Context: an optimization exercise on an open-source flow, tuned for small area and a short achievable clock period. The choices shown serve that exercise and are no tape-out recipe. The RTL was checked by simulation tests, not by an equivalence proof against the original design. Power is estimated from default activity; no workload was simulated.

==> module rx_fifo, before the edit <==
module rx_fifo (
  input  logic            clk,
  input  logic            arst_n_i,
  input  logic            push_i,
  input  uart_pkg::byte_t data_i,
  input  logic            pop_i,
  output uart_pkg::byte_t head_o,
  output logic            head_ack_o,    
  output logic            head_cmd_o,    
  output logic            head_wr_o,     
  output logic            full_o,
  output logic            empty_o
);
  localparam int NSLOT = 16 - 1;
  uart_pkg::byte_t slot_q [NSLOT];
  uart_pkg::byte_t head_q;
  uart_pkg::byte_t nxt_q;
  logic            hack_q, hcmd_q, hwr_q;
  logic [3:0]      wptr_q, rptr_q, rptr1_q;
  logic [4:0]      count_q;
  logic            empty_q, full_q, one_q, two_q;
  assign head_o     = head_q;
  assign head_ack_o = hack_q;
  assign head_cmd_o = hcmd_q;
  assign head_wr_o  = hwr_q;
  assign full_o     = full_q;
  assign empty_o    = empty_q;
  logic do_push, do_pop;
  assign do_push = push_i && !full_q;
  assign do_pop  = pop_i && !empty_q;
  logic to_head, to_slot;
  assign to_head = do_push && (empty_q || (one_q && do_pop));
  assign to_slot = do_push && !to_head;
  logic from_slot;
  assign from_slot = do_pop && !one_q;
  logic [2:0] dec_in, dec_nxt;
  assign dec_in  = {data_i == dbg_pkg::CODE_ACK,
                    data_i == dbg_pkg::CMD_READ || data_i == dbg_pkg::CMD_WRITE,
                    data_i == dbg_pkg::CMD_WRITE};
  assign dec_nxt = {nxt_q == dbg_pkg::CODE_ACK,
                    nxt_q == dbg_pkg::CMD_READ || nxt_q == dbg_pkg::CMD_WRITE,
                    nxt_q == dbg_pkg::CMD_WRITE};
  always_ff @(posedge clk) begin
    if (to_head || from_slot) begin
      if (empty_q || one_q) begin
        head_q                  <= data_i;
        {hack_q, hcmd_q, hwr_q} <= dec_in;
      end else begin
        head_q                  <= nxt_q;
        {hack_q, hcmd_q, hwr_q} <= dec_nxt;
      end
    end
  end
  always_ff @(posedge clk) begin
    if (from_slot || (one_q && do_push && !do_pop)) begin
      nxt_q <= (one_q || two_q) ? data_i : slot_q[rptr1_q];
    end
  end
  always_ff @(posedge clk) begin
    if (!full_q) begin
      slot_q[wptr_q] <= data_i;
    end
  end
  always_ff @(posedge clk or negedge arst_n_i) begin
    if (!arst_n_i) begin
      wptr_q  <= '0;
      rptr_q  <= '0;
      rptr1_q <= 4'd1;
      count_q <= '0;
      empty_q <= 1'b1;
      full_q  <= 1'b0;
      one_q   <= 1'b0;
      two_q   <= 1'b0;
    end else begin
      if (to_slot) begin
        wptr_q <= (wptr_q == 4'(NSLOT - 1)) ? '0 : wptr_q + 1'b1;
      end
      if (from_slot) begin
        rptr_q  <= rptr1_q;
        rptr1_q <= (rptr1_q == 4'(NSLOT - 1)) ? '0 : rptr1_q + 1'b1;
      end
      if (do_push && !do_pop) begin
        count_q <= count_q + 1'b1;
        empty_q <= 1'b0;
        one_q   <= empty_q;
        two_q   <= one_q;
        full_q  <= (count_q == 5'(16 - 1));
      end else if (do_pop && !do_push) begin
        count_q <= count_q - 1'b1;
        empty_q <= one_q;
        one_q   <= two_q;
        two_q   <= (count_q == 5'd3);
        full_q  <= 1'b0;
      end
    end
  end
endmodule
==> module byte_fifo, before the edit <==
module byte_fifo #(
  parameter int DEPTH = 16
) (
  input  logic            clk,
  input  logic            arst_n_i,
  input  logic            push_i,
  input  uart_pkg::byte_t data_i,
  input  logic            pop_i,
  output uart_pkg::byte_t data_o,
  output logic            full_o,
  output logic            empty_o
);
  localparam int PTR_W = $clog2(DEPTH);
  localparam int CNT_W = $clog2(DEPTH + 1);
  uart_pkg::byte_t  mem_q [DEPTH];
  logic [PTR_W-1:0] wptr_q;
  logic [PTR_W-1:0] rptr_q;
  logic [CNT_W-1:0] count_q;
  logic             empty_q, full_q;
  logic             do_push;
  logic             do_pop;
  assign full_o  = full_q;
  assign empty_o = empty_q;
  assign do_push = push_i && !full_q;
  assign do_pop  = pop_i && !empty_q;
  assign data_o  = mem_q[rptr_q];
  always_ff @(posedge clk or negedge arst_n_i) begin
    if (!arst_n_i) begin
      wptr_q  <= '0;
      rptr_q  <= '0;
      count_q <= '0;
      empty_q <= 1'b1;
      full_q  <= 1'b0;
    end else begin
      if (do_push) begin
        wptr_q <= wptr_q + 1'b1;
      end
      if (do_pop) begin
        rptr_q <= rptr_q + 1'b1;
      end
      if (do_push && !do_pop) begin
        count_q <= count_q + 1'b1;
        empty_q <= 1'b0;
        full_q  <= (count_q == CNT_W'(DEPTH - 1));
      end else if (do_pop && !do_push) begin
        count_q <= count_q - 1'b1;
        empty_q <= (count_q == CNT_W'(1));
        full_q  <= 1'b0;
      end
    end
  end
  always_ff @(posedge clk) begin
    if (!full_q) begin
      mem_q[wptr_q] <= data_i;
    end
  end
endmodule
make LEC_CHECK=0 ABC_CLOCK_PERIOD_IN_PS=2000 CAP_MARGIN=20 CORE_MARGIN=2 CORE_UTILIZATION=40 CTS_BUF_LIST=sky130_fd_sc_hd__clkbuf_16 CTS_CLUSTER_DIAMETER=60 CTS_CLUSTER_SIZE=24 SETUP_SLACK_MARGIN=2.8 SLEW_MARGIN=20 finish   # period 5.0 ns
run.sh (not shown) runs the stock make flow with config.mk's settings and CLKGATE_MAP_FILE= SYNTH_SCRIPT=/design/flow/synth_recipe.tcl, a recipe that flattens the netlist after the stock synthesis.
The first run completed with no timing, DRC or antenna violations.
Next try:
--- a/flow/design.v
+++ b/flow/design.v
@@ -120,89 +120,84 @@
   output logic            head_cmd_o,    
   output logic            head_wr_o,     
   output logic            full_o,
   output logic            empty_o
 );
-  localparam int NSLOT = 16 - 1;
+  localparam int NSLOT = 16 - 2;
   uart_pkg::byte_t slot_q [NSLOT];
   uart_pkg::byte_t head_q;
   uart_pkg::byte_t nxt_q;
   logic            hack_q, hcmd_q, hwr_q;
-  logic [3:0]      wptr_q, rptr_q, rptr1_q;
-  logic [4:0]      count_q;
+  logic [3:0]      wptr_q, rptr_q;
   logic            empty_q, full_q, one_q, two_q;
   assign head_o     = head_q;
   assign head_ack_o = hack_q;
   assign head_cmd_o = hcmd_q;
   assign head_wr_o  = hwr_q;
   assign full_o     = full_q;
   assign empty_o    = empty_q;
   logic do_push, do_pop;
   assign do_push = push_i && !full_q;
   assign do_pop  = pop_i && !empty_q;
-  logic to_head, to_slot;
-  assign to_head = do_push && (empty_q || (one_q && do_pop));
-  assign to_slot = do_push && !to_head;
-  logic from_slot;
-  assign from_slot = do_pop && !one_q;
   logic [2:0] dec_in, dec_nxt;
   assign dec_in  = {data_i == dbg_pkg::CODE_ACK,
                     data_i == dbg_pkg::CMD_READ || data_i == dbg_pkg::CMD_WRITE,
                     data_i == dbg_pkg::CMD_WRITE};
   assign dec_nxt = {nxt_q == dbg_pkg::CODE_ACK,
                     nxt_q == dbg_pkg::CMD_READ || nxt_q == dbg_pkg::CMD_WRITE,
                     nxt_q == dbg_pkg::CMD_WRITE};
   always_ff @(posedge clk) begin
-    if (to_head || from_slot) begin
+    if (do_pop || (empty_q && do_push)) begin
       if (empty_q || one_q) begin
         head_q                  <= data_i;
         {hack_q, hcmd_q, hwr_q} <= dec_in;
       end else begin
         head_q                  <= nxt_q;
         {hack_q, hcmd_q, hwr_q} <= dec_nxt;
       end
     end
   end
   always_ff @(posedge clk) begin
-    if (from_slot || (one_q && do_push && !do_pop)) begin
-      nxt_q <= (one_q || two_q) ? data_i : slot_q[rptr1_q];
+    if ((do_pop && !one_q) || (one_q && do_push)) begin
+      nxt_q <= (one_q || two_q) ? data_i : slot_q[rptr_q];
     end
   end
   always_ff @(posedge clk) begin
     if (!full_q) begin
       slot_q[wptr_q] <= data_i;
     end
   end
+  logic to_slot, from_slot;
+  assign to_slot   = do_push && !empty_q && !one_q && !(two_q && do_pop);
+  assign from_slot = do_pop && !one_q && !two_q;
+  logic [3:0] wptr_inc, rptr_inc;
+  assign wptr_inc = (wptr_q == 4'(NSLOT - 1)) ? '0 : wptr_q + 1'b1;
+  assign rptr_inc = (rptr_q == 4'(NSLOT - 1)) ? '0 : rptr_q + 1'b1;
   always_ff @(posedge clk or negedge arst_n_i) begin
     if (!arst_n_i) begin
       wptr_q  <= '0;
       rptr_q  <= '0;
-      rptr1_q <= 4'd1;
-      count_q <= '0;
       empty_q <= 1'b1;
       full_q  <= 1'b0;
       one_q   <= 1'b0;
       two_q   <= 1'b0;
     end else begin
       if (to_slot) begin
-        wptr_q <= (wptr_q == 4'(NSLOT - 1)) ? '0 : wptr_q + 1'b1;
+        wptr_q <= wptr_inc;
       end
       if (from_slot) begin
-        rptr_q  <= rptr1_q;
-        rptr1_q <= (rptr1_q == 4'(NSLOT - 1)) ? '0 : rptr1_q + 1'b1;
+        rptr_q <= rptr_inc;
       end
       if (do_push && !do_pop) begin
-        count_q <= count_q + 1'b1;
         empty_q <= 1'b0;
         one_q   <= empty_q;
         two_q   <= one_q;
-        full_q  <= (count_q == 5'(16 - 1));
+        full_q  <= !empty_q && !one_q && (wptr_inc == rptr_q);
       end else if (do_pop && !do_push) begin
-        count_q <= count_q - 1'b1;
         empty_q <= one_q;
         one_q   <= two_q;
-        two_q   <= (count_q == 5'd3);
+        two_q   <= !empty_q && !one_q && !two_q && (rptr_inc == wptr_q);
         full_q  <= 1'b0;
       end
     end
   end
 endmodule
@@ -217,15 +212,13 @@
   output uart_pkg::byte_t data_o,
   output logic            full_o,
   output logic            empty_o
 );
   localparam int PTR_W = $clog2(DEPTH);
-  localparam int CNT_W = $clog2(DEPTH + 1);
   uart_pkg::byte_t  mem_q [DEPTH];
   logic [PTR_W-1:0] wptr_q;
   logic [PTR_W-1:0] rptr_q;
-  logic [CNT_W-1:0] count_q;
   logic             empty_q, full_q;
   logic             do_push;
   logic             do_pop;
   assign full_o  = full_q;
   assign empty_o = empty_q;
@@ -234,27 +227,24 @@
   assign data_o  = mem_q[rptr_q];
   always_ff @(posedge clk or negedge arst_n_i) begin
     if (!arst_n_i) begin
       wptr_q  <= '0;
       rptr_q  <= '0;
-      count_q <= '0;
       empty_q <= 1'b1;
       full_q  <= 1'b0;
     end else begin
       if (do_push) begin
         wptr_q <= wptr_q + 1'b1;
       end
       if (do_pop) begin
         rptr_q <= rptr_q + 1'b1;
       end
       if (do_push && !do_pop) begin
-        count_q <= count_q + 1'b1;
         empty_q <= 1'b0;
-        full_q  <= (count_q == CNT_W'(DEPTH - 1));
+        full_q  <= (PTR_W'(wptr_q + 1'b1) == rptr_q);
       end else if (do_pop && !do_push) begin
-        count_q <= count_q - 1'b1;
-        empty_q <= (count_q == CNT_W'(1));
+        empty_q <= (PTR_W'(rptr_q + 1'b1) == wptr_q);
         full_q  <= 1'b0;
       end
     end
   end
   always_ff @(posedge clk) begin
Global-route usage goes down by 0.57 points.
Worst setup slack improves by 110 ps.
Area after synthesis went down by about 0.9%.
Total power drops by about 2.2%.
Synthesized cell count goes down by about 0.6%.
Final area came out lower by about 1.1%.
Register-to-register slack improved by 180 ps.
First-iteration DRC count fell by 19%.
Die area decreases by about 0.9%.

port drivers added, routing unchanged:
Ports are ideal in the flow. The routed layouts listed here were re-timed in OpenROAD.
Step 1, drivers: a clkbuf_16 drives clk and a buf_2 each remaining input, both assumed.
Step 2 times the ports against the registers' clock, not the clock port: input delays grow and output delays shrink by t, the midpoint of the rising clock arrivals with the driver on.
a / b / c = no drivers / after step 1 / after step 2; a / b = the first two.
run | t, ns | setup WS [ns] | slew at the worst register clock pin (ns)
the first run | 0.860 | 2.565 / 2.565 / 2.565 | 0.09 / 0.09
the second run | 0.846 | 2.680 / 2.607 / 2.752 | 0.09 / 0.09
After both steps every run listed still meets setup and hold.
